This design comes from an exercise in tuning for small area on the open sky130 flow, not from production work.
Where RTL was checked, it was by simulation tests only, not by an equivalence proof against the original.
For runs 4 to 7, only the layout was checked, not whether the RTL still works.
Power and IR drop assume default switching activity.

==> design/flow/design.v <==
`default_nettype none
package fpu_ss_instr_pkg;
  typedef enum logic [2:0] {
    OP_NONE   = 3'd0,
    OP_SGNJ   = 3'd1,
    OP_SGNJN  = 3'd2,
    OP_SGNJX  = 3'd3,
    OP_MV_X_W = 3'd4,
    OP_MV_W_X = 3'd5,
    OP_CSRRW  = 3'd6
  } fpu_op_e;
  localparam logic [6:0] FUNCT7_SGNJ   = 7'b0010000;
  localparam logic [6:0] FUNCT7_MV_X_W = 7'b1110000;
  localparam logic [6:0] FUNCT7_MV_W_X = 7'b1111000;
  localparam logic [2:0] FUNCT3_CSRRW  = 3'b001;
endpackage
`default_nettype wire
`default_nettype none
package fpu_ss_csr_pkg;
  typedef enum logic [11:0] {
    CSR_FRM = 12'h002
  } csr_addr_e;
  typedef enum logic [3-1:0] {
    RNE = 3'b000,
    RTZ = 3'b001,
    RDN = 3'b010,
    RUP = 3'b011,
    RMM = 3'b100,
    DYN = 3'b111
  } roundmode_e;
endpackage
`default_nettype wire
`default_nettype none
module fpu_ss (
  input  logic                       clk_i,
  input  logic                       arst_n_i,
  input  logic                       issue_valid_i,
  input  logic [32-1:0]    issue_instr_i,
  input  logic [32-1:0]    issue_rs1_i,
  input  logic [4-1:0]    issue_id_i,
  output logic                       issue_ready_o,
  output logic                       issue_accept_o,
  input  logic                       result_ready_i,
  output logic                       result_valid_o,
  output logic [32-1:0]    result_data_o,
  output logic [5-1:0] result_rd_o,
  output logic [4-1:0]    result_id_o,
  output logic                       result_we_o
);
  localparam int N = 32;
  logic [6:0] opcode, funct7;
  logic [2:0] funct3;
  logic [4:0] rs1, rs2, rd;
  logic       is_sgnj, is_mvxw, is_mvwx, is_csr;
  assign opcode = issue_instr_i[6:0];
  assign funct3 = issue_instr_i[14:12];
  assign funct7 = issue_instr_i[31:25];
  assign rs1    = issue_instr_i[19:15];
  assign rs2    = issue_instr_i[24:20];
  assign rd     = issue_instr_i[11:7];
  assign is_sgnj = (opcode == 7'b1010011) && (funct7 == 7'b0010000) &&
                   (funct3[2] == 1'b0) && (funct3[1:0] != 2'b11);
  assign is_mvxw = (opcode == 7'b1010011) && (funct7 == 7'b1110000) &&
                   (rs2 == 5'd0) && (funct3 == 3'b000);
  assign is_mvwx = (opcode == 7'b1010011) && (funct7 == 7'b1111000) &&
                   (rs2 == 5'd0) && (funct3 == 3'b000);
  assign is_csr  = (opcode == 7'b1110011) && (funct3 == 3'b001) &&
                   (issue_instr_i[31:20] == 12'h002);
  assign issue_accept_o = is_sgnj | is_mvxw | is_mvwx | is_csr;
  logic [31:0]  regs_q [N];
  logic [N-1:0] vld_q;
  logic [N-1:0] wsel;
  logic [N-1:0] sel_a, sel_b;
  logic [31:0]  fa;
  logic         fb_s;
  logic         fpr_we;
  assign fpr_we = result_valid_o & result_ready_i & ~result_we_o;
  always_comb begin
    fa   = '0;
    fb_s = 1'b0;
    for (int i = 0; i < N; i++) begin
      wsel[i]  = fpr_we & (result_rd_o == i[4:0]);
      sel_a[i] = vld_q[i] & (rs1 == i[4:0]);
      sel_b[i] = vld_q[i] & (rs2 == i[4:0]);
      fa       = fa | ({32{sel_a[i]}} & regs_q[i]);
      fb_s     = fb_s | (sel_b[i] & regs_q[i][31]);
    end
  end
  always_ff @(posedge clk_i or negedge arst_n_i) begin
    if (!arst_n_i) begin
      vld_q <= '0;
    end else begin
      vld_q <= vld_q | wsel;
    end
  end
  always_ff @(posedge clk_i) begin
    for (int i = 0; i < N; i++) begin
      if (wsel[i]) regs_q[i] <= result_data_o;
    end
  end
  logic [2:0] frm_q;
  logic hazard, load;
  assign hazard = result_valid_o & ~result_we_o &
                  ((((is_sgnj | is_mvxw) & (rs1 == result_rd_o))) |
                   (is_sgnj & (rs2 == result_rd_o)));
  assign issue_ready_o = (~result_valid_o | result_ready_i) & ~hazard;
  assign load          = issue_valid_i & issue_ready_o & issue_accept_o;
  always_ff @(posedge clk_i or negedge arst_n_i) begin
    if (!arst_n_i) begin
      frm_q <= 3'b000;
    end else if (load & is_csr) begin
      frm_q <= issue_rs1_i[2:0];
    end
  end
  logic [31:0] res;
  logic        sgn;
  always_comb begin
    case (funct3[1:0])
      2'b00:   sgn = fb_s;
      2'b01:   sgn = ~fb_s;
      default: sgn = fa[31] ^ fb_s;
    endcase
    if (is_csr)       res = {29'd0, frm_q};
    else if (is_mvwx) res = issue_rs1_i;
    else if (is_mvxw) res = fa;
    else              res = {sgn, fa[30:0]};
  end
  always_ff @(posedge clk_i or negedge arst_n_i) begin
    if (!arst_n_i) begin
      result_valid_o <= 1'b0;
      result_we_o    <= 1'b0;
    end else if (load) begin
      result_valid_o <= 1'b1;
      result_we_o    <= is_mvxw | is_csr;
    end else if (result_ready_i) begin
      result_valid_o <= 1'b0;
    end
  end
  always_ff @(posedge clk_i) begin
    if (load) begin
      result_data_o <= res;
      result_rd_o   <= rd;
      result_id_o   <= issue_id_i;
    end
  end
endmodule
`default_nettype wire
==> design/flow/run.sh <==
#!/bin/bash
# synth_recipe.tcl (not shown) runs the flow's synth.tcl, then flattens the netlist and writes it again
# the make line also repeats each setting of config.mk as NAME=value (left out here)
make -C /OpenROAD-flow-scripts/flow DESIGN_CONFIG=/design/flow/config.mk WORK_HOME=/design/flow/orfs CLKGATE_MAP_FILE= SYNTH_SCRIPT=/design/flow/synth_recipe.tcl finish
==> design/flow/config.mk <==
export PLATFORM = sky130hd
export DESIGN_NAME = fpu_ss
export DESIGN_NICKNAME = fpu_ss
export VERILOG_FILES = /design/flow/design.v
export SDC_FILE = /design/flow/constraint.sdc
export NUM_CORES = 4
export LEC_CHECK = 0
export CAP_MARGIN = 20
export CORE_MARGIN = 2
export CORE_UTILIZATION = 40
export PLACE_DENSITY = 0.6
export SLEW_MARGIN = 20
==> design/flow/constraint.sdc <==
create_clock -name core_clock -period 5.0 [get_ports {clk_i}]
set_input_delay 1.0000 -clock core_clock [delete_from_list [all_inputs] [get_ports {clk_i}]]
set_output_delay 1.0000 -clock core_clock [all_outputs]
set_load 0.01 [all_outputs]
==> results_dict.tcl, run 1 <==
set metrics [dict create \
    grt_pass1_wl_um 193500 \
    crit_family "simple AND/OR/NAND/NOR gates" \
    initial_core_util 0.4019 \
    endpoint_kind "primary output" \
    via_count 25486 \
    tightestPinTransition_ns 1.137 \
    timing.final.crit_share 0.9182 \
    cts_max_level 3 \
    port_buffers 116 \
    cp_max_fo 8 \
    avgViaCountPerCell 6.333 \
    syn-cell-area_um2 40770 \
    clk_path_buf_depth 3 \
    die_x_um 323.3 \
    ir_drop_mv 0.2708 \
    num_io_pins 117 \
    fin_crit_ns 4.591 \
    core-area_um2 101400 \
    drive_above_1_share 0.1605 \
    worst_path_max_delay_cell "clkdlybuf4s50_1" \
    drt_pass1_iterations 6 \
    clock-skew-final_ns 0.03579 \
    hold_viol 0 \
    netlist_instances 2323 \
    avgRoutedWirePerCell_um 35.27 \
    grt_max_degree 57 \
    start_kind "input pin" \
    synth_top_area_frac 0.7844 \
    rrSetupSlack_ns 1.88 \
    relSlewSlack 0.2420 \
    setup_viol 0 \
    post_cts_buffers 0 \
    power_frac_seq 0.547 \
    max_cap_viol_count 0 \
    clk_latency_ns 0.71 \
    hold_class "in2async" \
    intPower_uw 14700 \
    synth_compound_area_frac 0.1004 \
    hold_slack_ns 0.4302 \
    crit_required_ns 4.00 \
    cp_cell_sequence "clkdlybuf4s50_1 -> nor4_4 -> nand3_2 -> or4_4 -> nor2_1 -> nor3_1 -> inv_1 -> clkdlybuf4s50_1" \
    r2r-start "vld_q[19]" \
    fmax_ghz 0.2178 \
    routed_wl_um 141900 \
    power_frac_comb 0.008 \
    crit_top_cell "clkdlybuf4s50_1" \
    seqCellArea_um2 32910 \
    rr_endpoint "result_data_o[25]" \
    netSwitchingFraction 0.1929 \
    ant_nets 0 \
    cts_tree "done" \
    worstSetupPathType "in2out" \
    grtUsageTotal 0.2681 \
    fillers 8424 \
    synth-edff-count 1065 \
    numCtsBuffers 106 \
    antenna_found_initial 1 \
    rsz0062_at_grt "false" \
    rows 117 \
    clkTransAtPathRegs_ns 0.06 \
    synth_cell_types 60 \
    cts_sinks 1102 \
    cts_hold_buf 0 \
    drcViolationCount 0 \
    layout_common_cells "edfxtp_1, a22oi_1, buf_4, clkdlybuf4s50_1, clkbuf_16" \
    synth_area_leaders "edfxtp_1, a22oi_1, dfrtp_1" \
    muxShareOfSynthArea 0.001473 \
    root_buffer "clkbuf_16" \
    final_nets 2638 \
    maxSlewViolCount 0 \
    yosysWarnings 2 \
    path_buf_inv 3 \
    arrival_ns 3.59 \
    hpwl_um 76230 \
    dieArea_um2 104500 \
    synth_fa_ha_area_frac 0 \
    tns_ns 0 \
    overflow 0 \
    multi_input_area_um2 7520 \
    p_sw_uw 3514 \
    synthXorXnorAreaFrac 0.002578 \
    syn_area_per_cell_um2 17.55 \
    synthesis.nets 2395 \
    grt_pass1_vias 24610 \
    flow.area_growth_from_synthesis_pct 18.12 \
    final_common_cell "edfxtp_1" \
    fp.dieH_um 323.3 \
    drt_iter0_drc 4132 \
    synthSimpleGateAreaFrac 0.07294 \
    globalplace.congestion 0.8952 \
    status "complete, no violations" \
    synth_top_area_cell "edfxtp_1" \
    max_stage_delay_ns 0.62 \
    synth_flop_cell "edfxtp_1" \
    ys_seq_area_frac 0.8071 \
    synth_top_family_by_area "compound AO/OA/AOI/OAI gates" \
    synthArstFlopShare 0.03358 \
    pwr-share-clk 0.445 \
    powerDensity_nw_per_um2 378.3 \
    rr_worst_depth 9 \
    leakage_uw 0.01451 \
    ys_ff_latch 1102 \
    cts.repair.resized 0 \
]
metrics by stage:
stage | util | area (µm²) | worst slack [ns] | power [µW] | cells
after floorplan | - | 40770 | 0.5612 | 10220 | 2323
after global placement | 0.4398 | 44620 | 0.2008 | 10310 | 3824
after detailed placement | 0.4398 | 44620 | 0.1917 | 10310 | 3824
after CTS | 0.4744 | 48130 | 0.4272 | 18240 | 4021
after global routing | 0.4747 | 48160 | 0.2704 | 18590 | 4023
final | 0.4747 | 48160 | 0.4091 | 18220 | 4024
layout make-up:
cell class | instances | share of cell area
multi-input combinational | 1085 | 0.1561
tap | 1368 | 0.03554
antenna | 1 | 0.00005196
sequential | 1102 | 0.6832
inverter | 7 | 0.0005456
clock buffer | 138 | 0.06035
clock inverter | 59 | 0.01260
timing repair buffer | 264 | 0.05154
worst max path at each step:
stage                       from                end  slack, ns  depth (start not counted)
2_1_floorplan  issue_instr_i[22]   result_data_o[0]       0.56                          7
3_3_place_gp   issue_instr_i[15]  result_data_o[25]       0.20                         11
3_5_place_dp   issue_instr_i[16]  result_data_o[25]       0.19                         11
4_1_cts        issue_instr_i[24]     issue_accept_o       0.43                          8
5_1_grt        issue_instr_i[24]     issue_accept_o       0.27                          8
6_report       issue_instr_i[24]     issue_accept_o       0.41                          8
metal layers:
layer	vias to the layer above	track usage	part of all wire
li1	10146	-	-
met1	13114	0.3588	0.37
met2	1925	0.4276	0.46
met3	301	0.06079	0.12
met4	0	0.1025	0.040
met5	-	0	0
registers in the layout, indices dropped and copies added (netlist names):
name / count
frm_q: 3
result_data_o: 32
regs_q: 1024
result_we_o: 1
vld_q: 32
result_valid_o: 1
result_rd_o: 5
result_id_o: 4
cell families (layout without fill, tap and decap cells):
family          count (synthesis)  in the layout
compound gates                548            548
xor+xnor                       12             12
buf+inv                       136            468
flops                        1102           1102
mux                             4              4
other cells                     0              1
simple gates                  521            521
synthesized netlist by cell type (8+ instances only):
master        n
a2111oi_0     8
a222oi_1     26
a22oi_1     437
and3_1       41
and4_1       32
buf_1        20
buf_2        53
clkbuf_1     46
dfrtp_1      37
edfxtp_1   1065
nand2_1      99
nand3_1      35
nand4_1      87
nor2_1       70
nor3_1       36
nor3_2        9
nor4_1       17
o21ai_0      28
o21ai_1      12
or2_2        36
power by group through the flow:
stage / clock, µW / combinational, µW / sequential [µW]
floorplan: 0 / 51.1 / 10200
global placement: 0 / 141 / 10200
detailed placement: 0 / 142 / 10200
CTS: 8120 / 143 / 9970
global route: 8470 / 153 / 9960
finish: 8110 / 144 / 9970
==> run 2, diff against run 1 <==
--- a/design/flow/config.mk
+++ b/design/flow/config.mk
@@ -7,6 +7,7 @@
 export LEC_CHECK = 0
-export CAP_MARGIN = 20
+export CAP_MARGIN = 0
 export CORE_MARGIN = 2
-export CORE_UTILIZATION = 40
-export PLACE_DENSITY = 0.6
-export SLEW_MARGIN = 20
+export CORE_UTILIZATION = 65
+export CTS_BUF_LIST = sky130_fd_sc_hd__clkbuf_4 sky130_fd_sc_hd__clkbuf_8
+export PLACE_DENSITY = 0.75
+export SLEW_MARGIN = 0
==> run 2 against run 1 <==
  * Still clean
  * First-iteration DRC count is 26% higher
  * Critical path depth is the same
  * Cell area down 2.5%
  * Setup slack got worse by 0.0034 ns
  * Critical path type unchanged
  * Critical endpoint unchanged
  * Highest routed layer is now met5
==> results_dict.tcl, run 2 <==
set metrics [dict create \
    cp_max_fo 4 \
    hold_viol 0 \
    die_x_um 254.5 \
    avgViaCountPerCell 7.461 \
    ant_nets 0 \
    globalplace.congestion 0.9405 \
    syn-cell-area_um2 40770 \
    flow.area_growth_from_synthesis_pct 15.17 \
    final_common_cell "edfxtp_1" \
    rows 91 \
    cts_max_level 4 \
    tns_ns 0 \
    numCtsBuffers 164 \
    root_buffer "clkbuf_8" \
    ys_top_cells_by_count "edfxtp_1, a22oi_1, nand2_1" \
    synthesis.nets 2395 \
    drcViolationCount 0 \
    clk_latency_ns 0.85 \
    synth_top_area_frac 0.7844 \
    drive_above_1_share 0.1814 \
    start_kind "input pin" \
    grt_max_degree 57 \
    routed-wl-met3_um 22880 \
    cts.repair.resized 0 \
    crit_start "issue_instr_i[13]" \
    timing.final.crit_share 0.9188 \
    maxSlewViolCount 0 \
    dp_cells 3269 \
    crit_required_ns 4.00 \
    ys_seq_area_frac 0.8071 \
    fmax_ghz 0.2177 \
    synth_area_leaders "edfxtp_1, a22oi_1, dfrtp_1" \
    top_register "regs_q" \
    avgRoutedWirePerCell_um 37.37 \
    synth-edff-count 1065 \
    grt_pass1_wl_um 183500 \
    fillers 3415 \
    hold_class "in2async" \
    post_cts_buffers 0 \
    cts_hold_buf 0 \
    status "complete, no violations" \
    powerDensity_nw_per_um2 369.1 \
    fin_cells 3563 \
    fin_crit_ns 4.594 \
    cts_sinks 1102 \
    synth_flop_cell "edfxtp_1" \
    clkTransAtPathRegs_ns 0.06 \
    placed_cell_area_um2 43770 \
    netlist_instances 2323 \
    yosysWarnings 2 \
    final_nets 2670 \
    leakage_uw 0.01433 \
    power_uw 17330 \
    synth_cell_types 60 \
    layout_common_cells "edfxtp_1, a22oi_1, clkbuf_8, clkdlybuf4s50_1, buf_4" \
    drt_iter0_drc 5216 \
    antenna_found_initial 3 \
    synth.most_common_cell "edfxtp_1" \
    synthArstFlopShare 0.03358 \
    relSlewSlack 0.08255 \
    endpoint_kind "primary output" \
    dieArea_um2 64750 \
    arrival_ns 3.59 \
    synth_top_area_cell "edfxtp_1" \
    cts_tree "done" \
    drt_pass1_iterations 7 \
    syn_area_per_cell_um2 17.55 \
    routed_wl_um 133100 \
    fp.dieH_um 254.5 \
    r2r-start "result_rd_o[1]" \
    clock-skew-final_ns 0.03962 \
    overflow 0 \
    core-area_um2 61830 \
    initial_core_util 0.6595 \
    met1_length_um 43660 \
    ir_drop_mv 0.2867 \
    via_count 26582 \
    largestRegisters "regs_q x1024, result_data_o x32, vld_q x32" \
    ys_ff_latch 1102 \
    wl_met2_um 58560 \
    grtUsageTotal 0.4161 \
    port_buffers 116 \
    num_io_pins 117 \
    grt_pass1_vias 25550 \
    largest_register_ffs 1024 \
    clk_path_buf_depth 3 \
    tightestPinTransition_ns 1.376 \
    rsz0062_at_grt "false" \
    max_cap_viol_count 0 \
    setup_viol 0 \
    hpwl_um 70660 \
    stdcell_area_um2 46960 \
    worstSetupPathType "in2out" \
    highest_layer "met5" \
]
-- run 2: cell count changes in the layout (fill, tap and decap cells not counted), moves of 22 or more --
cell       previous run  this run
buf_4               130       106
clkbuf_1             22         0
clkbuf_16           109         0
clkbuf_4              0        55
clkbuf_8              7       169
clkinv_1             19        41
-- run 2: power by group --
group / leakage (µW) / internal (µW) / switching [µW]
Combinational: 0.00351 / 71.2 / 68.9
Sequential: 0.00914 / 9970 / 0.0221
Clock: 0.00168 / 3800 / 3420
-- run 2: routing by layer --
| metal | track usage | vias to the layer above |
|---|---|---|
| li1 | - | 10204 |
| met1 | 0.5675 | 12924 |
| met2 | 0.6135 | 2898 |
| met3 | 0.1273 | 548 |
| met4 | 0.2193 | 8 |
| met5 | 0 | - |
-- run 2: cell families after synthesis --
family / after synthesis / share of synthesized area
buffers and inverters: 136 / 0.01553
AO/OA/AOI/OAI: 548 / 0.1004
XOR/XNOR: 12 / 0.002578
multiplexers: 4 / 0.001473
flip-flops: 1102 / 0.8071
AND/OR/NAND/NOR: 521 / 0.07294
-- run 2: path summary, 6_finish.rpt --
| path | endpoint | slack [ns] | depth (start not counted) |
|---|---|---|---|
| worst min register to register | vld_q[21] | 0.49 | 1 |
| worst max-delay path | issue_accept_o | 0.41 | 8 |
| max in group asynchronous | frm_q[0] | 4.01 | 1 |
| worst min-delay path | vld_q[7] | 0.35 | 1 |
| worst max register to register | regs_q[14][23] | 1.72 | 4 |
| min in group core_clock | vld_q[21] | 0.49 | 1 |
-- run 2: worst max-delay path: stages --
cell	delay, ns
clkdlybuf4s50_1	0.52
nor4_4	0.36
nand3_2	0.16
or4_4	0.58
nor2_1	0.19
nor3_1	0.16
inv_1	0.09
clkdlybuf4s50_1	0.53
-- run 2: cell type report --
| cell class | count | area [µm²] | area share |
|---|---|---|---|
| clock buffer | 224 | 2739 | 0.05832 |
| clock inverter | 67 | 445.4 | 0.009485 |
| sequential | 1102 | 32910 | 0.7007 |
| multi-input combinational | 1085 | 7516 | 0.1601 |
| antenna | 3 | 7.507 | 0.0001599 |
| inverter | 7 | 26.28 | 0.0005595 |
| timing repair buffer | 238 | 2272 | 0.04839 |
| tap | 837 | 1047 | 0.02230 |
-- run 2: through the flow --
step	worst slack, ns	hold slack [ns]	utilization
detailed placement	0.4524	0.4744	0.7079
CTS	0.4440	0.3673	0.7594
global placement	0.5384	0.4693	0.7079
finish	0.4058	0.3497	0.7596
global route	0.3045	0.4050	0.7595
floorplan	0.5612	0.4540	-
==> run 3, diff against run 2 <==
==> design/flow/flow/run.sh (new file) <==
#!/bin/bash
# Standard ORFS layout with two changes: the port buffers are the smallest
# buffer, and clock tree synthesis uses larger sink clusters and no dummy loads.
set -euo pipefail
bash standard.sh finish \
  "BUFFER_PORTS_ARGS=-buffer_cell sky130_fd_sc_hd__buf_1" \
  "CTS_ARGS=-sink_clustering_enable -repair_clock_nets -dont_use_dummy_load -sink_clustering_size 30 -sink_clustering_max_diameter 80 -buf_list sky130_fd_sc_hd__clkbuf_16" \
  > standard_flow.log 2>&1
==> design/flow/standard.sh (new file) <==
#!/bin/bash
# synth_recipe.tcl (not shown) runs the flow's synth.tcl, then flattens the netlist and writes it again
# the make line also repeats each setting of config.mk as NAME=value (left out here)
make -C /OpenROAD-flow-scripts/flow DESIGN_CONFIG=/design/flow/config.mk WORK_HOME=/design/flow/orfs CLKGATE_MAP_FILE= SYNTH_SCRIPT=/design/flow/synth_recipe.tcl "${@:-finish}"
--- a/design/flow/config.mk
+++ b/design/flow/config.mk
@@ -9,5 +9,4 @@
 export CORE_MARGIN = 2
-export CORE_UTILIZATION = 65
-export CTS_BUF_LIST = sky130_fd_sc_hd__clkbuf_4 sky130_fd_sc_hd__clkbuf_8
-export PLACE_DENSITY = 0.75
+export CORE_UTILIZATION = 55
+export PLACE_DENSITY = 0.7
 export SLEW_MARGIN = 0
removed: design/flow/run.sh
==> run 3 against run 2 <==
  * Still clean on timing, DRC and antenna
  * Count of clock-buffer cells in the layout is 178 lower
  * Clock skew is 0.052 ns higher
  * Non-clock buffer count up 4
  * Total power fell by 17%
  * Sequential cell count unchanged
  * Via count shrank 5.3%
  * Cell area decreased by 5.6%
  * First-iteration DRC count barely moved
  * Global-route usage shrank 7.4 points
  * Clock power down 41%
  * Critical endpoint unchanged
  * Largest power group unchanged
==> results_dict.tcl, run 3 <==
set metrics [dict create \
    endpoint_kind "primary output" \
    tightestPinTransition_ns 1.279 \
    ant_nets 0 \
    cts_tree "done" \
    num_io_pins 117 \
    ys_seq_area_frac 0.8071 \
    layout_common_cells "edfxtp_1, a22oi_1, buf_1, buf_4, nand2_1" \
    p_sw_uw 2686 \
    syn_area_per_cell_um2 17.55 \
    post_cts_buffers 0 \
    grt_max_degree 42 \
    netlist_instances 2323 \
    ir_drop_mv 0.2491 \
    tns_ns 0 \
    hpwl_um 74110 \
    powerDensity_nw_per_um2 323.3 \
    core-area_um2 73210 \
    routed_wl_um 131500 \
    syn-cell-area_um2 40770 \
    fmax_ghz 0.2474 \
    dieArea_um2 76330 \
    grt_pass1_vias 24095 \
    synth-edff-count 1065 \
    rows 99 \
    synthesis.nets 2395 \
    synthArstFlopShare 0.03358 \
    grt_pass1_wl_um 183500 \
    crit_required_ns 4.00 \
    netSwitchingFraction 0.1874 \
    hold_class "reg2reg" \
    intPower_uw 11650 \
    synth_cell_types 60 \
    initial_core_util 0.5570 \
    globalplace.congestion 0.9289 \
    drive_above_1_share 0.1185 \
    ys_ff_latch 1102 \
    power_frac_seq 0.695 \
    grtUsageTotal 0.3418 \
    hold_viol 0 \
    power_frac_comb 0.007 \
    clk_latency_ns 0.67 \
    cp_max_fo 22 \
    start_kind "input pin" \
    setup_viol 0 \
    leakage_uw 0.01292 \
    max_cap_viol_count 0 \
    drt_iter0_drc 5219 \
    final_common_cell "edfxtp_1" \
    ys_top_cells_by_count "edfxtp_1, a22oi_1, nand2_1" \
    cts.repair.resized 0 \
    clkTransAtPathRegs_ns 0.06 \
    timing.final.crit_share 0.8086 \
    avgRoutedWirePerCell_um 38.20 \
    pwr-share-clk 0.298 \
    synth.most_common_cell "edfxtp_1" \
    largest_register_ffs 1024 \
    rsz0062_at_grt "false" \
    status "complete, no violations" \
    top_register "regs_q" \
    cts_hold_buf 0 \
    via_count 25176 \
    overflow 0 \
    port_buffers 116 \
    synth_top_area_frac 0.7844 \
    antenna_found_initial 0 \
    synth_top_area_cell "edfxtp_1" \
    synth_area_leaders "edfxtp_1, a22oi_1, dfrtp_1" \
    cts_max_level 2 \
    synth_flop_cell "edfxtp_1" \
    fin_crit_ns 4.043 \
    arrival_ns 3.04 \
    maxSlewViolCount 0 \
    relSlewSlack 0.1472 \
    worstSetupPathType "in2out" \
    clk_path_buf_depth 3 \
    fp.dieH_um 276.3 \
    root_buffer "clkbuf_16" \
    drcViolationCount 0 \
    final_nets 2556 \
    avgViaCountPerCell 7.314 \
    die_x_um 276.3 \
    largestRegisters "regs_q x1024, result_data_o x32, vld_q x32" \
    cts_sinks 1102 \
    drt_pass1_iterations 6 \
    flow.area_growth_from_synthesis_pct 8.734 \
    yosysWarnings 2 \
    clock-skew-final_ns 0.09135 \
    numCtsBuffers 46 \
    setup_ws_ns 0.9572 \
    dp_slack_ns 0.3502 \
]
==> run 3: cell count changes in the layout (fill, tap and decap cells not counted), sizes merged, moves of 4 or more <==
cell,previous run,this run
clkbuf,224,48
clkinv,55,0
bufinv,5,0
buf,123,240
clkdlybuf4s50,115,0
inv,11,7
==> run 3: final cells by class <==
type | instances | area [µm²]
inverters | 7 | 26.28
repair buffers | 242 | 1530
diodes | 1 | 2.502
multi-input cells | 1085 | 7517
clock buffers | 46 | 1151
fillers | 5187 | 28870
well taps | 959 | 1200
flip-flops and latches | 1102 | 32910
==> run 3: path summary, 6_finish.rpt <==
kind                            slack (ns)             end              start  depth (start not counted)
worst max-delay path                  0.96  issue_accept_o  issue_instr_i[20]                          7
worst min-delay path                  0.50       vld_q[15]          vld_q[15]                          1
worst max register to register        1.54   regs_q[9][20]     result_rd_o[1]                          4
worst min register to register        0.50       vld_q[15]          vld_q[15]                          1
max in group asynchronous             3.69        frm_q[1]           arst_n_i                          1
min in group asynchronous             0.56        frm_q[2]           arst_n_i                          1
==> run 3: power by group through the flow <==
stage	registers, µW	logic, µW	clock network (µW)
4_1_cts	9950	104	4280
3_5_place_dp	10200	103	0
3_3_place_gp	10200	103	0
5_1_grt	9950	114	4570
2_1_floorplan	10200	51.1	0
6_report	9950	106	4270
==> run 3: logic make-up after synthesis <==
kind of cell / synth area share
XOR/XNOR: 0.002578
AO/OA/AOI/OAI: 0.1004
flip-flops: 0.8071
buffers and inverters: 0.01553
AND/OR/NAND/NOR: 0.07294
multiplexers: 0.001473
==> run 3: metal layers <==
metal,vias up,global-route usage,wire length [µm]
met5,-,0,0
met2,2337,0.5333,60100
li1,9851,-,-
met3,369,0.07183,19140
met1,12619,0.4773,46170
met4,0,0.1359,6081
==> run 3: stage by stage <==
step	hold WS [ns]	utilization	power [µW]	cells	instance area (µm²)
6_report	0.4965	0.6056	14330	3442	44330
2_1_floorplan	0.4540	-	10220	2323	40770
4_1_cts	0.4892	0.6055	14340	3440	44330
3_5_place_dp	0.4846	0.5898	10270	3394	43170
3_3_place_gp	0.4769	0.5898	10270	3394	43170
5_1_grt	0.5015	0.6056	14640	3441	44330
==> run 3: worst max-delay path, stage by stage <==
cell	delay, ns
buf_1	0.75
nand2b_1	0.25
or3_1	0.20
nor3_1	0.10
nor3_1	0.52
inv_1	0.09
buf_1	0.15
==> run 4, diff against run 3 <==
--- a/design/flow/design.v
+++ b/design/flow/design.v
@@ -69,3 +69,3 @@
   assign issue_accept_o = is_sgnj | is_mvxw | is_mvwx | is_csr;
-  logic [31:0]  regs_q [N];
+  logic [N-1:0][31:0] regs_q;
   logic [N-1:0] vld_q;
@@ -75,4 +75,5 @@
   logic         fb_s;
-  logic         fpr_we;
-  assign fpr_we = result_valid_o & result_ready_i & ~result_we_o;
+  logic [N-1:0] hsel;
+  logic         fp_pend;
+  assign fp_pend = result_valid_o & ~result_we_o;
   always_comb begin
@@ -81,3 +82,4 @@
     for (int i = 0; i < N; i++) begin
-      wsel[i]  = fpr_we & (result_rd_o == i[4:0]);
+      hsel[i]  = ~(fp_pend & (result_rd_o == i[4:0]));
+      wsel[i]  = ~hsel[i] & result_ready_i;
       sel_a[i] = vld_q[i] & (rs1 == i[4:0]);
@@ -97,3 +99,3 @@
     for (int i = 0; i < N; i++) begin
-      if (wsel[i]) regs_q[i] <= result_data_o;
+      regs_q[i] <= (regs_q[i] & {32{hsel[i]}}) | (result_data_o & {32{wsel[i]}});
     end
==> run 4 against run 3 <==
  * Die area rose by 0.58%
  * Sequential cell count did not move
  * Routed wire length rose by 9.3%
  * Register-to-register slack improved by 0.25 ns
  * Global-route usage rose by 2.1 points
  * Sequential share of layout area fell by 22 points
  * Clock skew fell by 0.041 ns
  * Area after synthesis rose by 0.59%
  * Largest cell class unchanged
  * Highest routed layer unchanged
==> results_dict.tcl, run 4 <==
set metrics [dict create \
    status "complete, no violations" \
    synth_top_area_frac 0.4998 \
    die_x_um 277.1 \
    dieArea_um2 76770 \
    min_from "regs_q[626]" \
    ir_drop_mv 0.2841 \
    crit_top_cell "buf_1" \
    hold_viol 0 \
    hold_slack_ns 0.4589 \
    start_kind "input pin" \
    arrival_ns 3.03 \
    via_count 35052 \
    avgViaCountPerCell 6.355 \
    worst_path_max_delay_cell "a2111oi_0" \
    ant_nets 0 \
    relSlewSlack 0.1912 \
    largest_register_ffs 1024 \
    ys_ff_latch 1102 \
    flow.area_growth_from_synthesis_pct 4.964 \
    max_cap_viol_count 0 \
    max_stage_delay_ns 0.62 \
    avgRoutedWirePerCell_um 26.06 \
    clock-skew-final_ns 0.05032 \
    port_buffers 116 \
    post_cts_buffers 0 \
    syn-cell-area_um2 41010 \
    fin_crit_ns 4.028 \
    placed_cell_area_um2 41870 \
    core-area_um2 74070 \
    rsz0062_at_grt "false" \
    initial_core_util 0.5537 \
    synthesis.nets 4803 \
    synth_top_area_cell "dfxtp_1" \
    cts.repair.resized 0 \
    grt_max_degree 65 \
    cp_max_fo 2 \
    worstSetupPathType "in2out" \
    fmax_ghz 0.2483 \
    r2r-start "result_valid_o" \
    tns_ns 0 \
    top_register "regs_q" \
    grt_pass1_wl_um 209200 \
    ys_top_cells_by_count "nand2_1, o21ai_0, dfxtp_1" \
    stdcell_area_um2 43050 \
    num_io_pins 117 \
    power_uw 13480 \
    drt_pass1_iterations 6 \
    overflow 0 \
    clkTransAtPathRegs_ns 0.06 \
    rows 100 \
    final_core_util 0.5812 \
    rrSetupSlack_ns 1.79 \
    hpwl_um 80090 \
    powerDensity_nw_per_um2 313.0 \
    numCtsBuffers 47 \
    cts_max_level 2 \
    synth_cell_types 64 \
    yosysWarnings 1 \
    root_buffer "clkbuf_16" \
    clk_latency_ns 0.65 \
    fp.dieH_um 277.1 \
    timing.final.crit_share 0.8056 \
    rr_endpoint "regs_q[250]" \
    globalplace.congestion 0.9658 \
    routed_wl_um 143800 \
    drcViolationCount 0 \
    final_nets 4621 \
    crit_start "issue_instr_i[14]" \
    synthArstFlopShare 0.03358 \
    drt_iter0_drc 4746 \
    setup_viol 0 \
    drive_above_1_share 0.05718 \
    synth-edff-count 41 \
    tightestPinTransition_ns 1.213 \
    syn_area_per_cell_um2 8.669 \
    hold_end "regs_q[626]" \
    rr_worst_depth 5 \
    crit_required_ns 4.00 \
    ys_seq_area_frac 0.5524 \
    endpoint_kind "primary output" \
    antenna_cells 0 \
    hold_path_depth 2 \
    synth_area_leaders "dfxtp_1, o21ai_0, nand2_1" \
    grtUsageTotal 0.3629 \
    hold_class "reg2reg" \
    largestRegisters "regs_q x1024, result_data_o x32, vld_q x32" \
    cts_hold_buf 0 \
    grt_pass1_vias 31301 \
    netlist_instances 4731 \
    antenna_found_initial 1 \
    cts_tree "done" \
    clk_path_buf_depth 3 \
    final_common_cell "nand2_1" \
    synth_flop_cell "dfxtp_1" \
    maxSlewViolCount 0 \
    layout_common_cells "nand2_1, o21ai_0, dfxtp_1, a22oi_1, buf_1" \
    synth.most_common_cell "nand2_1" \
    leakage_uw 0.02182 \
    cts_sinks 1102 \
    cp_cell_sequence "buf_1 -> nor4_1 -> nand4_1 -> a2111oi_0 -> a21boi_0 -> o21ai_0 -> and2_1 -> buf_1" \
]
==> run 4: metal layers <==
metal  vias up  wire length (µm)  track usage
met2      1880             63490       0.5678
met4         0              6799       0.1538
met3       400             14990      0.05779
li1      16161                 -            -
met1     16611             58470       0.4999
met5         -                 0            0
==> run 4: logic make-up (layout without fill, tap and decap cells) <==
logic type,after synthesis,after routing,share of synthesized area
compound gates,1598,1598,0.2354
simple gates,1563,1563,0.1623
flops,1102,1102,0.5524
buf+inv,453,269,0.04613
xor+xnor,11,11,0.002349
mux,4,4,0.001373
==> run 4: metrics by stage <==
| stage | instances | setup WS [ns] |
|---|---|---|
| floorplan | 4731 | 0.4630 |
| global placement | 5469 | 0.9631 |
| detailed placement | 5469 | 0.9706 |
| CTS | 5516 | 0.9553 |
| global route | 5516 | 0.6142 |
| finish | 5516 | 0.9719 |
==> run 4: power by group <==
group          switching, µW  leakage [µW]  internal [µW]  total, µW
clock                   2740      0.000579           1690       4430
combinational            180        0.0121           36.7        216
sequential             0.325       0.00911           8820       8830
total                   2920        0.0218          10600      13500
==> run 4: cell type report <==
type,instances,area (µm²)
Clock buffer,47,1176
Tap cell,969,1212
Sequential cell,1102,22660
Multi-Input combinational cell,3176,16700
Timing Repair Buffer,214,1276
Fill cell,6908,31020
Inverter,8,30.03
==> run 4: worst max path at each step <==
stage | end | slack (ns) | cells after the start
after CTS | issue_ready_o | 0.96 | 8
after global routing | issue_ready_o | 0.61 | 8
after global placement | issue_ready_o | 0.96 | 8
final | issue_ready_o | 0.97 | 8
after floorplan | result_data_o[0] | 0.46 | 7
after detailed placement | issue_ready_o | 0.97 | 8
==> run 4: critical path: cells and delay by family <==
family	cells	cell delay [ns]
compound gates	3	1.02
simple gates	3	0.82
buf+inv	2	0.19
==> run 5, diff against run 4 <==
==> design/flow/flow/run.sh (replaced) <==
#!/bin/bash
# Standard ORFS layout with two changes: the port buffers are the smallest
# buffer, and clock tree synthesis uses larger sink clusters and no dummy loads.
set -euo pipefail
bash standard.sh finish \
  "BUFFER_PORTS_ARGS=-buffer_cell sky130_fd_sc_hd__buf_1" \
  "CTS_ARGS=-sink_clustering_enable -repair_clock_nets -dont_use_dummy_load -sink_clustering_size 24 -sink_clustering_max_diameter 80 -buf_list sky130_fd_sc_hd__clkbuf_16" \
  > standard_flow.log 2>&1
==> run 5 against run 4 <==
  * Setup slack improved by 0.021 ns
  * Critical path type unchanged
  * Largest cell class unchanged
  * Cell area increased by 0.29%
  * Combinational power about the same
  * Worst hold slack got worse by 0.00070 ns
  * Routed wire length increased by 0.19%
  * Synthesized cell count unchanged
==> results_dict.tcl, run 5 <==
set metrics [dict create \
    synth_top_area_frac 0.4998 \
    synth_cell_types 64 \
    rsz0062_at_grt "false" \
    timing.final.crit_share 0.8014 \
    synth.most_common_cell "nand2_1" \
    die_x_um 277.1 \
    syn_area_per_cell_um2 8.669 \
    synth-edff-count 41 \
    synthXorXnorAreaFrac 0.002349 \
    fillers 6903 \
    final_nets 4626 \
    root_buffer "clkbuf_16" \
    grt_pass1_wl_um 209600 \
    ys_ff_latch 1102 \
    cp_max_fo 2 \
    largestRegisters "regs_q x1024, result_data_o x32, vld_q x32" \
    status "complete, no violations" \
    drt_iter0_drc 4785 \
    avgRoutedWirePerCell_um 26.09 \
    synthesis.nets 4803 \
    routed_wl_um 144000 \
    post_cts_buffers 0 \
    cts.repair.resized 0 \
    cp_cell_sequence "buf_1 -> nor4_1 -> nand4_1 -> a2111oi_0 -> a21boi_0 -> o21ai_0 -> and2_1 -> buf_1" \
    drt_pass1_iterations 8 \
    setup_viol 0 \
    synthSimpleGateAreaFrac 0.1623 \
    clkTransAtPathRegs_ns 0.07 \
    powerDensity_nw_per_um2 316.6 \
    port_buffers 116 \
    crit_top_cell "buf_1" \
    clk_latency_ns 0.65 \
    multi_input_area_um2 16700 \
    drive_above_1_share 0.05822 \
    syn-cell-area_um2 41010 \
    synth_flop_cell "dfxtp_1" \
    antenna_cells 0 \
    muxShareOfSynthArea 0.001373 \
    hold_class "reg2reg" \
    synth_fa_ha_area_frac 0 \
    fp.dieH_um 277.1 \
    ys_top_cells_by_count "nand2_1, o21ai_0, dfxtp_1" \
    synth_top_family_by_area "compound AO/OA/AOI/OAI gates" \
    final_common_cell "nand2_1" \
    endpoint_kind "primary output" \
    relSlewSlack 0.1629 \
    crit_required_ns 4.00 \
    ir_drop_mv 0.2817 \
    hpwl_um 80090 \
    worst_path_max_delay_cell "a2111oi_0" \
    fin_crit_ns 4.007 \
    largest_register_ffs 1024 \
    core-area_um2 74070 \
    initial_core_util 0.5537 \
    ys_seq_area_frac 0.5524 \
    grtUsageTotal 0.3634 \
    crit_family "compound AO/OA/AOI/OAI gates" \
    maxSlewViolCount 0 \
    netlist_instances 4731 \
    tns_ns 0 \
    tightestPinTransition_ns 1.256 \
    path_buf_inv 2 \
    globalplace.congestion 0.9658 \
    hold_slack_ns 0.4582 \
    cts_max_level 2 \
    yosysWarnings 1 \
    top_register "regs_q" \
    synth_area_leaders "dfxtp_1, o21ai_0, nand2_1" \
    synth_top_area_cell "dfxtp_1" \
    antenna_found_initial 0 \
    rows 100 \
    avgViaCountPerCell 6.360 \
    grt_pass1_vias 31484 \
    seqCellArea_um2 22660 \
    flow.area_growth_from_synthesis_pct 5.269 \
    cts_tree "done" \
    overflow 0 \
    worstSetupPathType "in2out" \
    numCtsBuffers 52 \
    start_kind "input pin" \
    synth_compound_area_frac 0.2354 \
    grt_max_degree 65 \
    synthArstFlopShare 0.03358 \
    clk_path_buf_depth 3 \
    max_stage_delay_ns 0.61 \
    via_count 35113 \
    clock-skew-final_ns 0.03982 \
    cts_hold_buf 0 \
    max_cap_viol_count 0 \
    hold_viol 0 \
    ant_nets 0 \
    cts_sinks 1102 \
    layout_common_cells "nand2_1, o21ai_0, dfxtp_1, a22oi_1, buf_1" \
    drcViolationCount 0 \
    arrival_ns 3.01 \
    dieArea_um2 76770 \
    fmax_ghz 0.2496 \
    leakage_uw 0.02188 \
    num_io_pins 117 \
]
[run 5: layer usage]
layer / share of wire / routed length [µm] / GRT usage / vias to the layer above
li1: - / - / - / 16164
met1: 0.41 / 58920 / 0.4986 / 16620
met2: 0.44 / 63720 / 0.5691 / 1917
met3: 0.10 / 14530 / 0.05906 / 410
met4: 0.047 / 6803 / 0.1550 / 2
met5: 0.00029 / 42 / 0.003752 / -
[run 5: worst min-delay path, delay by kind of cell, from the launching register on]
kind | cells | cell delay (ns)
flip-flops | 1 | 0.33
AO/OA/AOI/OAI | 1 | 0.05
AND/OR/NAND/NOR | 1 | 0.05
[run 5: final cells by class]
cell class / instances / area share
repair buffers: 214 / 0.02956
clock buffers: 52 / 0.03014
well taps: 969 / 0.02808
multi-input cells: 3176 / 0.3867
flip-flops and latches: 1102 / 0.5248
inverters: 8 / 0.0006956
[run 5: through the flow]
step	power (µW)	worst slack [ns]	cells	cell area [µm²]	util
after floorplan	9164	0.4630	4731	41010	-
after global placement	9237	0.9631	5469	41870	0.5653
after detailed placement	9238	0.9706	5469	41870	0.5653
after CTS	13660	0.9553	5521	43170	0.5829
after global routing	14000	0.6142	5521	43170	0.5829
final	13670	0.9931	5521	43170	0.5829
[run 5: worst paths after layout]
| path | start | endpoint | slack, ns | cells after the start |
|---|---|---|---|---|
| worst min-delay path | regs_q[818] | regs_q[818] | 0.46 | 2 |
| worst min register to register | regs_q[818] | regs_q[818] | 0.46 | 2 |
| worst max register to register | result_valid_o | regs_q[871] | 1.70 | 5 |
| min in group asynchronous | arst_n_i | vld_q[20] | 0.53 | 1 |
| worst max-delay path | issue_instr_i[14] | issue_ready_o | 0.99 | 8 |
| max in group asynchronous | arst_n_i | vld_q[10] | 3.83 | 1 |
[run 5: kinds of logic (layout without fill, tap and decap cells)]
group,count (synthesis),in the layout
compound gates,1598,1598
simple gates,1563,1563
buf+inv,453,274
flops,1102,1102
mux,4,4
xor+xnor,11,11
[run 5: power breakdown]
part | leakage [µW] | internal (µW) | total, µW | switching [µW]
clock network | 0.000641 | 1860 | 4630 | 2770
logic | 0.0121 | 36.7 | 217 | 180
registers | 0.00911 | 8820 | 8820 | 0.324
total | 0.0219 | 10700 | 13700 | 2950
==> run 6, diff against run 5 <==
==> design/flow/flow/run.sh (replaced) <==
#!/bin/bash
# Standard ORFS layout with two changes: the port buffers are the smallest
# buffer, and clock tree synthesis uses larger sink clusters and no dummy loads.
set -euo pipefail
bash standard.sh finish \
  "BUFFER_PORTS_ARGS=-buffer_cell sky130_fd_sc_hd__buf_1" \
  "CTS_ARGS=-sink_clustering_enable -repair_clock_nets -dont_use_dummy_load -sink_clustering_size 30 -sink_clustering_max_diameter 50 -buf_list sky130_fd_sc_hd__clkbuf_16" \
  > standard_flow.log 2>&1
==> run 6 against run 5 <==
  * Still clean on timing, DRC and antenna
  * Die area unchanged
  * Setup slack got worse by 0.018 ns
  * Fmax shrank 0.45%
  * Clock skew rose by 0.010 ns
  * Largest power group unchanged
==> results_dict.tcl, run 6 <==
set metrics [dict create \
    status "complete, no violations" \
    placed_cell_area_um2 41870 \
    seqCellArea_um2 22660 \
    syn-cell-area_um2 41010 \
    setup_ws_ns 0.9749 \
    port_buffers 116 \
    synth_top_family_by_area "compound AO/OA/AOI/OAI gates" \
    fin_crit_ns 4.025 \
    timing.final.crit_share 0.8050 \
    post_cts_buffers 0 \
    endpoint_kind "primary output" \
    synth-edff-count 41 \
    synth_area_leaders "dfxtp_1, o21ai_0, nand2_1" \
    tightestPinTransition_ns 1.224 \
    cts.repair.resized 0 \
    grt_pass1_wl_um 212100 \
    min_from "regs_q[737]" \
    hold_path_depth 2 \
    drcViolationCount 0 \
    tns_ns 0 \
    hpwl_um 80090 \
    hold_end "regs_q[737]" \
    synthXorXnorAreaFrac 0.002349 \
    routed_wl_um 145300 \
    fillers 6763 \
    drt_pass1_iterations 8 \
    synth_fa_ha_area_frac 0 \
    synthSimpleGateAreaFrac 0.1623 \
    cts_max_level 3 \
    synthesis.nets 4803 \
    top_register "regs_q" \
    final_nets 4673 \
    stdcell_area_um2 44350 \
    maxSlewViolCount 0 \
    ant_nets 0 \
    synth_top_area_frac 0.4998 \
    cts_sinks 1102 \
    numCtsBuffers 99 \
    max_cap_viol_count 0 \
    via_count 35416 \
    avgRoutedWirePerCell_um 26.08 \
    drt_iter0_drc 4757 \
    dieArea_um2 76770 \
    cp_max_fo 2 \
    rsz0062_at_grt "false" \
    cts_hold_buf 0 \
    antenna_found_initial 0 \
    netlist_instances 4731 \
    initial_core_util 0.5537 \
    hold_class "reg2reg" \
    flow.area_growth_from_synthesis_pct 8.143 \
    clk_path_buf_depth 3 \
    grtUsageTotal 0.3682 \
    root_buffer "clkbuf_16" \
    clk_latency_ns 0.66 \
    clkTransAtPathRegs_ns 0.06 \
    largest_register_ffs 1024 \
    yosysWarnings 1 \
    muxShareOfSynthArea 0.001373 \
    powerDensity_nw_per_um2 352.6 \
    ys_top_cells_by_count "nand2_1, o21ai_0, dfxtp_1" \
    setup_viol 0 \
    die_x_um 277.1 \
    r2r-start "result_valid_o" \
    hold_viol 0 \
    globalplace.congestion 0.9658 \
    rr_endpoint "regs_q[864]" \
    synth_flop_cell "dfxtp_1" \
    avgViaCountPerCell 6.359 \
    synth_top_area_cell "dfxtp_1" \
    ys_seq_area_frac 0.5524 \
    arrival_ns 3.03 \
    overflow 0 \
    power_uw 15640 \
    largestRegisters "regs_q x1024, result_data_o x32, vld_q x32" \
    cts_tree "done" \
    dp_slack_ns 0.9706 \
    worstSetupPathType "in2out" \
    num_io_pins 117 \
    rr_worst_depth 5 \
    synth.most_common_cell "nand2_1" \
    synth_compound_area_frac 0.2354 \
    relSlewSlack 0.1837 \
    ir_drop_mv 0.2625 \
    synth_cell_types 64 \
    fp.dieH_um 277.1 \
    rrSetupSlack_ns 1.71 \
    start_kind "input pin" \
    multi_input_area_um2 16700 \
    grt_pass1_vias 32043 \
    fin_cells 5569 \
    rows 100 \
    final_common_cell "nand2_1" \
    crit_required_ns 4.00 \
    grt_max_degree 65 \
    leakage_uw 0.02246 \
    syn_area_per_cell_um2 8.669 \
    drive_above_1_share 0.06784 \
    layout_common_cells "nand2_1, o21ai_0, dfxtp_1, a22oi_1, buf_1" \
    dp_cells 5469 \
    core-area_um2 74070 \
    fmax_ghz 0.2484 \
    synthArstFlopShare 0.03358 \
    clock-skew-final_ns 0.04982 \
    ys_ff_latch 1102 \
]
-- run 6: cell count changes in the layout (fill, tap and decap cells not counted) --
cell	change
clkbuf_16	+47
diode_2	+1
-- run 6: power by group --
part,switching (µW),leakage [µW],internal (µW)
Clock,3130,0.00122,3460
Combinational,180,0.0121,36.7
Sequential,0.325,0.00911,8830
-- run 6: layout make-up --
type	instances	area share
sequential	1102	0.5108
multi-input combinational	3176	0.3764
clock buffer	99	0.05586
timing repair buffer	214	0.02878
tap	969	0.02734
inverter	8	0.0006771
antenna	1	0.00005642
-- run 6: logic make-up after synthesis --
kind of cell / Yosys count
AO/OA/AOI/OAI: 1598
XOR/XNOR: 11
buffers and inverters: 453
flip-flops: 1102
multiplexers: 4
AND/OR/NAND/NOR: 1563
-- run 6: per-stage QoR --
stage               utilization  hold WS, ns
global route             0.5987       0.4652
floorplan                     -       0.4168
detailed placement       0.5653       0.4343
finish                   0.5988       0.4495
global placement         0.5653       0.4284
CTS                      0.5987       0.4471
-- run 6: worst max-delay path by stage --
stage,startpoint,endpoint,slack [ns]
final,issue_instr_i[14],issue_ready_o,0.97
after global routing,issue_instr_i[14],issue_ready_o,0.63
after CTS,issue_instr_i[14],issue_ready_o,0.95
after detailed placement,issue_instr_i[14],issue_ready_o,0.97
after global placement,issue_instr_i[14],issue_ready_o,0.96
after floorplan,issue_instr_i[22],result_data_o[0],0.46
-- run 6: critical path: stages --
cell and delay [ns]:
buf_1 0.07, nor4_1 0.41, nand4_1 0.23, a2111oi_0 0.62
a21boi_0 0.24, o21ai_0 0.15, and2_1 0.19, buf_1 0.12
-- run 6: layer usage --
metal,wire (µm),GRT usage,share of wire
met1,58650,0.5011,0.40
met2,64230,0.5743,0.44
met3,15420,0.06344,0.11
met4,6962,0.1678,0.048
met5,0,0,0
==> run 7, diff against run 6 <==
--- a/design/flow/design.v
+++ b/design/flow/design.v
@@ -140,8 +140,8 @@
   end
+  logic hold;
+  assign hold = result_valid_o & ~result_ready_i;
   always_ff @(posedge clk_i) begin
-    if (load) begin
-      result_data_o <= res;
-      result_rd_o   <= rd;
-      result_id_o   <= issue_id_i;
-    end
+    result_data_o <= (result_data_o & {32{hold}}) | (res & {32{load}});
+    result_rd_o   <= (result_rd_o & {5{hold}}) | (rd & {5{load}});
+    result_id_o   <= (result_id_o & {4{hold}}) | (issue_id_i & {4{load}});
   end
--- a/design/flow/config.mk
+++ b/design/flow/config.mk
@@ -9,4 +9,4 @@
 export CORE_MARGIN = 2
-export CORE_UTILIZATION = 55
-export PLACE_DENSITY = 0.7
+export CORE_UTILIZATION = 65
+export PLACE_DENSITY = 0.8
 export SLEW_MARGIN = 0
==> run 7 against run 6 <==
  * Still clean on timing, DRC and antenna
  * Fmax increased by 0.73%
  * Setup slack improved by 0.029 ns
  * Total power decreased by 4.7%
  * Sequential power decreased by 0.6%
  * Global-route usage increased by 6.6 points
  * Highest routed layer is now met5
==> results_dict.tcl, run 7 <==
set metrics [dict create \
    intPower_uw 11830 \
    drt_iter0_drc 5284 \
    tightestPinTransition_ns 1.350 \
    ant_nets 0 \
    placed_cell_area_um2 41310 \
    largest_register_ffs 1024 \
    power_frac_seq 0.589 \
    setup_viol 0 \
    powerDensity_nw_per_um2 342.7 \
    cp_cell_sequence "buf_1 -> nor2b_1 -> nand3_1 -> nor4_1 -> and3_1 -> inv_1 -> nand3_1 -> buf_1" \
    final_core_util 0.7030 \
    r2r-start "result_rd_o[1]" \
    ys_ff_latch 1102 \
    worst_path_max_delay_cell "and3_1" \
    hold_viol 0 \
    largestRegisters "regs_q x1024, result_data_o x32, vld_q x32" \
    rsz0062_at_grt "false" \
    netlist_instances 4675 \
    num_io_pins 117 \
    hpwl_um 79630 \
    synthesis.nets 4747 \
    max_cap_viol_count 0 \
    fmax_ghz 0.2503 \
    fillers 4983 \
    leakage_uw 0.02201 \
    endpoint_kind "primary output" \
    die_x_um 254.1 \
    hold_class "reg2reg" \
    cts_sinks 1102 \
    synth-edff-count 0 \
    grt_use_met3 0.09802 \
    synth_cell_types 69 \
    status "complete, no violations" \
    grt.met1_usage 0.5675 \
    globalplace.congestion 0.9792 \
    dp_slack_ns 0.7269 \
    maxSlewViolCount 0 \
    max_stage_delay_ns 0.47 \
    fin_crit_ns 3.996 \
    dieArea_um2 64560 \
    via_count 36241 \
    top_register "regs_q" \
    synthArstFlopShare 0.03358 \
    synth_flop_cell "dfxtp_1" \
    overflow 0 \
    drive_above_1_share 0.06437 \
    drt_pass1_iterations 9 \
    crit_required_ns 4.00 \
    initial_core_util 0.6575 \
    worstSetupPathType "in2out" \
    ys_top_cells_by_count "nand2_1, dfxtp_1, o21ai_0" \
    syn_area_per_cell_um2 8.696 \
    rows 91 \
    ys_seq_area_frac 0.5472 \
    clkTransAtPathRegs_ns 0.05 \
    drcViolationCount 0 \
    min_from "regs_q[146]" \
    grt_busiest_layer "met2" \
    tns_ns 0 \
    power_frac_comb 0.007 \
    avgRoutedWirePerCell_um 26.58 \
    synth_area_leaders "dfxtp_1, o21ai_0, nand2_1" \
    grtUsageTotal 0.4342 \
    clk_path_buf_depth 3 \
    synth.most_common_cell "nand2_1" \
    start_kind "input pin" \
    grt_pass1_wl_um 207100 \
    core-area_um2 61830 \
    fp.dieH_um 254.1 \
    syn-cell-area_um2 40650 \
    pwr-share-clk 0.404 \
    timing.final.crit_share 0.7991 \
    flow.area_growth_from_synthesis_pct 6.916 \
    synth_top_area_frac 0.5245 \
    port_buffers 116 \
    final_nets 4610 \
    grt_pass1_vias 32397 \
    crit_start "issue_instr_i[21]" \
    cts_hold_buf 0 \
    root_buffer "clkbuf_16" \
    avgViaCountPerCell 6.743 \
    synth_top_area_cell "dfxtp_1" \
    layout_common_cells "nand2_1, dfxtp_1, o21ai_0, a22oi_1, a22o_1" \
    final_common_cell "nand2_1" \
    numCtsBuffers 86 \
    clk_latency_ns 0.68 \
    cts.repair.resized 0 \
    relSlewSlack 0.09683 \
    p_sw_uw 3060 \
    stdcell_area_um2 43460 \
    use_met2 0.6620 \
    clock-skew-final_ns 0.07891 \
    cp_max_fo 12 \
    routed_wl_um 142800 \
    yosysWarnings 1 \
    grt_max_degree 65 \
    cts_tree "done" \
    ir_drop_mv 0.2792 \
    netSwitchingFraction 0.2054 \
    setup_ws_ns 1.004 \
    post_cts_buffers 0 \
    antenna_found_initial 1 \
    cts_max_level 3 \
    arrival_ns 3.00 \
]
run 7: cell type report:
type | count | area, µm² | share of cell area
repair buffers | 212 | 1186 | 0.02729
diodes | 2 | 5.005 | 0.0001152
flip-flops and latches | 1102 | 22250 | 0.5118
multi-input cells | 3130 | 16800 | 0.3866
well taps | 837 | 1047 | 0.02410
clock buffers | 86 | 2152 | 0.04951
inverters | 6 | 22.52 | 0.0005182
run 7: power by group through the flow:
stage               registers, µW  logic [µW]  clock network [µW]
finish                       8780         103                6010
global route                 8780         108                6300
CTS                          8780        99.9                5980
detailed placement           8980        99.5                   0
global placement             8980        98.9                   0
floorplan                    8980        48.8                   0
run 7: metal layers:
layer	routed length, µm	vias up
met5	10	-
met4	9907	2
met3	18740	690
met2	60800	2556
met1	53390	16811
li1	-	16182
run 7: cell families (layout without fill, tap and decap cells):
kind of cell,after synthesis,in the layout,share of synthesized area
xor gates and xnor gates,11,11,0.002370
muxes,10,10,0.002555
and+or+nand+nor,1448,1448,0.1523
other,0,2,0
DFF,1102,1102,0.5472
AOI/OAI and AO/OA,1661,1661,0.2512
buffers and inverters,443,304,0.04438
run 7: path summary, 6_finish.rpt:
kind                       slack, ns             end  cells past startpoint
min in group asynchronous       0.49       vld_q[31]                      1
min                             0.45     regs_q[146]                      2
min reg2reg                     0.45     regs_q[146]                      2
max                             1.00  issue_accept_o                      8
max in group asynchronous       3.82        vld_q[1]                      1
max reg2reg                     1.58     regs_q[456]                      7
run 7: per-stage QoR:
step | hold slack [ns] | power (µW) | cells
detailed placement | 0.4386 | 9078 | 5287
global route | 0.4726 | 15180 | 5373
finish | 0.4529 | 14890 | 5375
CTS | 0.4524 | 14860 | 5373
floorplan | 0.4174 | 9027 | 4675
global placement | 0.4324 | 9077 | 5287
run 7: worst max-delay path: cells and delay by family:
| kind | cells | cell delay, ns |
|---|---|---|
| buffers and inverters | 3 | 0.75 |
| and+or+nand+nor | 5 | 1.24 |
==> run 8, diff against run 7 <==
--- a/design/flow/design.v
+++ b/design/flow/design.v
@@ -31,2 +31,55 @@
 endpackage
+`default_nettype wire
+`default_nettype none
+module fpu_ss_aoi222 (
+  input  logic a0, b0, a1, b1, a2, b2,
+  output logic y
+);
+  assign y = ~((a0 & b0) | (a1 & b1) | (a2 & b2));
+endmodule
+module fpu_ss_aoi22 (
+  input  logic a0, b0, a1, b1,
+  output logic y
+);
+  assign y = ~((a0 & b0) | (a1 & b1));
+endmodule
+module fpu_ss_nand4 (
+  input  logic a, b, c, d,
+  output logic y
+);
+  assign y = ~(a & b & c & d);
+endmodule
+module fpu_ss_nand3 (
+  input  logic a, b, c,
+  output logic y
+);
+  assign y = ~(a & b & c);
+endmodule
+module fpu_ss_or3 (
+  input  logic a, b, c,
+  output logic y
+);
+  assign y = a | b | c;
+endmodule
+module fpu_ss_rdmux (
+  input  logic [31:0] sel_i,
+  input  logic [31:0] d_i,
+  output logic        y_o
+);
+  logic [10:0] t;
+  logic [2:0]  u;
+  for (genvar k = 0; k < 10; k++) begin : g_aoi
+    fpu_ss_aoi222 aoi_i (
+      .a0(sel_i[3*k]),   .b0(d_i[3*k]),
+      .a1(sel_i[3*k+1]), .b1(d_i[3*k+1]),
+      .a2(sel_i[3*k+2]), .b2(d_i[3*k+2]),
+      .y (t[k])
+    );
+  end
+  fpu_ss_aoi22 aoi_l_i (.a0(sel_i[30]), .b0(d_i[30]), .a1(sel_i[31]), .b1(d_i[31]), .y(t[10]));
+  fpu_ss_nand4 n0_i (.a(t[0]), .b(t[1]), .c(t[2]),  .d(t[3]), .y(u[0]));
+  fpu_ss_nand4 n1_i (.a(t[4]), .b(t[5]), .c(t[6]),  .d(t[7]), .y(u[1]));
+  fpu_ss_nand3 n2_i (.a(t[8]), .b(t[9]), .c(t[10]),           .y(u[2]));
+  fpu_ss_or3   o_i  (.a(u[0]), .b(u[1]), .c(u[2]), .y(y_o));
+endmodule
 `default_nettype wire
@@ -79,4 +132,2 @@
   always_comb begin
-    fa   = '0;
-    fb_s = 1'b0;
     for (int i = 0; i < N; i++) begin
@@ -86,6 +137,16 @@
       sel_b[i] = vld_q[i] & (rs2 == i[4:0]);
-      fa       = fa | ({32{sel_a[i]}} & regs_q[i]);
-      fb_s     = fb_s | (sel_b[i] & regs_q[i][31]);
-    end
-  end
+    end
+  end
+  for (genvar j = 0; j < 32; j++) begin : g_rd_a
+    logic [N-1:0] col;
+    for (genvar i = 0; i < N; i++) begin : g_col
+      assign col[i] = regs_q[i][j];
+    end
+    fpu_ss_rdmux rd_a_i (.sel_i(sel_a), .d_i(col), .y_o(fa[j]));
+  end
+  logic [N-1:0] col_s;
+  for (genvar i = 0; i < N; i++) begin : g_col_s
+    assign col_s[i] = regs_q[i][31];
+  end
+  fpu_ss_rdmux rd_b_i (.sel_i(sel_b), .d_i(col_s), .y_o(fb_s));
   always_ff @(posedge clk_i or negedge arst_n_i) begin
==> design/flow/flow/run.sh (replaced) <==
#!/bin/bash
# Standard ORFS layout with two changes: the port buffers are the smallest
# buffer, and clock tree synthesis uses larger sink clusters and no dummy loads.
set -euo pipefail
bash standard.sh finish \
  "BUFFER_PORTS_ARGS=-buffer_cell sky130_fd_sc_hd__buf_1" \
  "CTS_ARGS=-sink_clustering_enable -repair_clock_nets -dont_use_dummy_load -sink_clustering_size 30 -sink_clustering_max_diameter 80 -apply_ndr full -buf_list sky130_fd_sc_hd__clkbuf_16" \
  > standard_flow.log 2>&1
--- a/design/flow/config.mk
+++ b/design/flow/config.mk
@@ -9,4 +9,5 @@
 export CORE_MARGIN = 2
-export CORE_UTILIZATION = 65
-export PLACE_DENSITY = 0.8
+export CORE_UTILIZATION = 55
+export PLACE_DENSITY = 0.7
 export SLEW_MARGIN = 0
+export SYNTH_HIERARCHICAL = 1
==> run 8 against run 7 <==
  * Sequential share of layout area rose by 2.5 points
  * Global-route usage shrank 14 points
  * Total power is 12% lower
  * Via count fell by 12%
  * Cell area fell by 4.7%
  * Cell count down 3.6%
  * Clock skew shrank 0.011 ns
  * Die area increased by 14%
  * Synthesized cell count fell by 7.1%
  * Sequential power barely moved
  * Area after synthesis fell by 3.1%
==> results_dict.tcl, run 8 <==
set metrics [dict create \
    antenna_found_initial 1 \
    via_count 31792 \
    num_io_pins 117 \
    ir_drop_mv 0.3658 \
    flow.area_growth_from_synthesis_pct 5.097 \
    drt_iter0_drc 4326 \
    synth_top_area_frac 0.5412 \
    seqCellArea_um2 22250 \
    leakage_uw 0.02136 \
    cts_tree "done" \
    arrival_ns 2.97 \
    post_cts_buffers 0 \
    largestRegisters "regs_q x1024, result_data_o x32, vld_q x32" \
    cp_cell_sequence "buf_1 -> nor2b_1 -> nand4b_1 -> or3_1 -> o211ai_2 -> buf_1" \
    fin_crit_ns 3.969 \
    powerDensity_nw_per_um2 316.7 \
    cts_max_level 2 \
    layout_common_cells "nand2_1, dfxtp_1, o21ai_0, a222oi_1, buf_1" \
    die_x_um 271.6 \
    tns_ns 0 \
    drt_pass1_iterations 10 \
    root_buffer "clkbuf_16" \
    ys_seq_area_frac 0.5647 \
    endpoint_kind "primary output" \
    crit_required_ns 4.00 \
    synth_area_leaders "dfxtp_1, o21ai_0, nand2_1" \
    cts.repair.resized 0 \
    synth_flop_cell "dfxtp_1" \
    max_cap_viol_count 0 \
    rows 98 \
    synthArstFlopShare 0.03358 \
    largest_register_ffs 1024 \
    grtUsageTotal 0.2958 \
    multi_input_area_um2 15990 \
    final_common_cell "nand2_1" \
    hold_class "reg2reg" \
    crit_top_cell "buf_1" \
    fillers 6510 \
    synth_cell_types 48 \
    synthesis.nets 4414 \
    globalplace.congestion 0.9128 \
    tightestPinTransition_ns 1.219 \
    clk_latency_ns 0.65 \
    worst_path_max_delay_cell "nor2b_1" \
    grt_pass1_vias 28427 \
    clkTransAtPathRegs_ns 0.10 \
    maxSlewViolCount 0 \
    cp_max_fo 10 \
    ant_nets 0 \
    overflow 0 \
    avgViaCountPerCell 6.136 \
    fp.dieH_um 271.6 \
    routed_wl_um 112000 \
    final_nets 4304 \
    clock-skew-final_ns 0.06816 \
    netlist_instances 4342 \
    worstSetupPathType "in2out" \
    ys_top_cells_by_count "nand2_1, dfxtp_1, o21ai_0" \
    top_register "regs_q" \
    syn-cell-area_um2 39400 \
    port_buffers 116 \
    start_kind "input pin" \
    fin_cells 5181 \
    synth-edff-count 0 \
    synth_top_area_cell "dfxtp_1" \
    drive_above_1_share 0.05579 \
    core-area_um2 71240 \
    fmax_ghz 0.2519 \
    cts_sinks 1102 \
    hpwl_um 68800 \
    max_stage_delay_ns 0.78 \
    dieArea_um2 73790 \
    drcViolationCount 0 \
    cts_hold_buf 0 \
    yosysWarnings 7 \
    synth.most_common_cell "nand2_1" \
    status "complete, no violations" \
    initial_core_util 0.5530 \
    ys_ff_latch 1102 \
    rsz0062_at_grt "false" \
    avgRoutedWirePerCell_um 21.62 \
    numCtsBuffers 45 \
    grt_max_degree 65 \
    grt_pass1_wl_um 171700 \
    relSlewSlack 0.1853 \
    setup_viol 0 \
    timing.final.crit_share 0.7939 \
    dp_cells 5135 \
    clk_path_buf_depth 3 \
    hold_viol 0 \
    syn_area_per_cell_um2 9.073 \
]
## run 8: logic make-up (layout without fill, tap and decap cells)
family / after synthesis / in the layout / share of synthesized area
other cells: 0 / 1 / 0
simple gates: 1394 / 1394 / 0.1507
buf+inv: 329 / 217 / 0.03309
flops: 1102 / 1102 / 0.5647
compound gates: 1469 / 1469 / 0.2396
xor+xnor: 11 / 11 / 0.002445
mux: 37 / 37 / 0.009528
## run 8: layout make-up
class / count / share of cell area
Antenna cell: 1 / 0.00006044
Inverter: 1 / 0.00009066
Clock buffer: 45 / 0.02720
Multi-Input combinational cell: 2911 / 0.3861
Timing Repair Buffer: 171 / 0.02055
Tap cell: 950 / 0.02871
Sequential cell: 1102 / 0.5373
## run 8: report_power, final
group	total (µW)	internal, µW	leakage (µW)	switching, µW
Clock	4240	1630	0.000555	2610
Combinational	94.7	24.9	0.0117	69.7
Sequential	8780	8780	0.00914	0.295
Total	13100	10400	0.0214	2680
## run 8: Yosys stat by module, one instance, submodules excluded, a selection
module	cell area, µm²	cells inside	flip-flops and latches	copies in the design
fpu_ss_nand4	6.256	1	0	66
fpu_ss_nand3	5.005	1	0	33
fpu_ss_or3	6.256	1	0	33
fpu_ss_aoi222	10.01	1	0	330
fpu_ss	34900	3847	1102	1
fpu_ss_aoi22	12.51	1	0	33
## run 8: worst paths after layout
check,start,endpoint,slack (ns),cells after the start
setup / recovery,issue_instr_i[21],issue_accept_o,1.03,6
hold reg to reg,regs_q[455],regs_q[455],0.45,2
setup reg to reg,result_rd_o[2],regs_q[641],1.86,6
max in group asynchronous,arst_n_i,vld_q[24],3.82,1
hold / removal,regs_q[455],regs_q[455],0.45,2
min in group asynchronous,arst_n_i,vld_q[12],0.53,1
## run 8: routing by layer
layer / part of all wire / track usage / vias to the layer above / wire (µm)
li1: - / - / 15465 / -
met1: 0.45 / 0.4279 / 14819 / 49950
met2: 0.43 / 0.4517 / 1326 / 48110
met3: 0.085 / 0.03565 / 180 / 9538
met4: 0.039 / 0.1161 / 2 / 4413
met5: 0.00012 / 0 / - / 13
## run 8: worst max-delay path: cells and delay by family
| family | cells | cell delay (ns) |
|---|---|---|
| compound gates | 1 | 0.16 |
| buf+inv | 2 | 0.36 |
| simple gates | 3 | 1.45 |
## run 8: per-stage QoR
step                total power (µW)    util  hold slack (ns)  instance area [µm²]  setup slack (ns)
floorplan                       9013       -           0.4240                39400             1.536
global route                   13490  0.5812           0.4796                41400            0.9310
CTS                            13180  0.5812           0.4563                41400             1.076
finish                         13110  0.5812           0.4538                41400             1.031
global placement                9069  0.5654           0.4320                40280             1.024
detailed placement              9069  0.5654           0.4406                40280             1.014

afterwards: timing with drivers on the ports:
The flow's constraints put no driver on any port. The routed layouts listed below were extracted and timed again, unchanged, in two steps.
Step 1 sets driving cells, clkbuf_16 on the clock port and buf_2 on the other inputs (assumed; they add their load-dependent delay and slew).
Step 2 times the ports against the registers' clock, not the clock port: input delays grow and output delays shrink by t, the midpoint of the rising clock arrivals with the driver on.
a / b / c = ideal / step 1 / step 2; a / b = the first two.
| run | t (ns) | slack for setup (ns) | worst register clock-pin slew, ns |
|---|---|---|---|
| run 1 | 0.760 | 0.409 / 0.378 / -0.019 | 0.07 / 0.07 |
| run 2 | 0.885 | 0.406 / 0.383 / 0.318 | 0.07 / 0.07 |
| run 3 | 0.688 | 0.957 / 0.924 / 0.579 | 0.12 / 0.12 |
| run 4 | 0.696 | 0.972 / 0.952 / 0.881 | 0.12 / 0.12 |
| run 5 | 0.699 | 0.993 / 0.974 / 0.829 | 0.10 / 0.10 |
| run 6 | 0.711 | 0.975 / 0.955 / 0.819 | 0.09 / 0.09 |
| run 7 | 0.711 | 1.004 / 0.981 / 0.590 | 0.10 / 0.10 |
| run 8 | 0.681 | 1.031 / 0.999 / 0.853 | 0.11 / 0.11 |
Met with ideal ports but missed after step 2: setup timing in run 1. For run 1, which loses most, drivers alone change the setup slack by -0.031 ns; drivers and shift together by -0.428 ns.
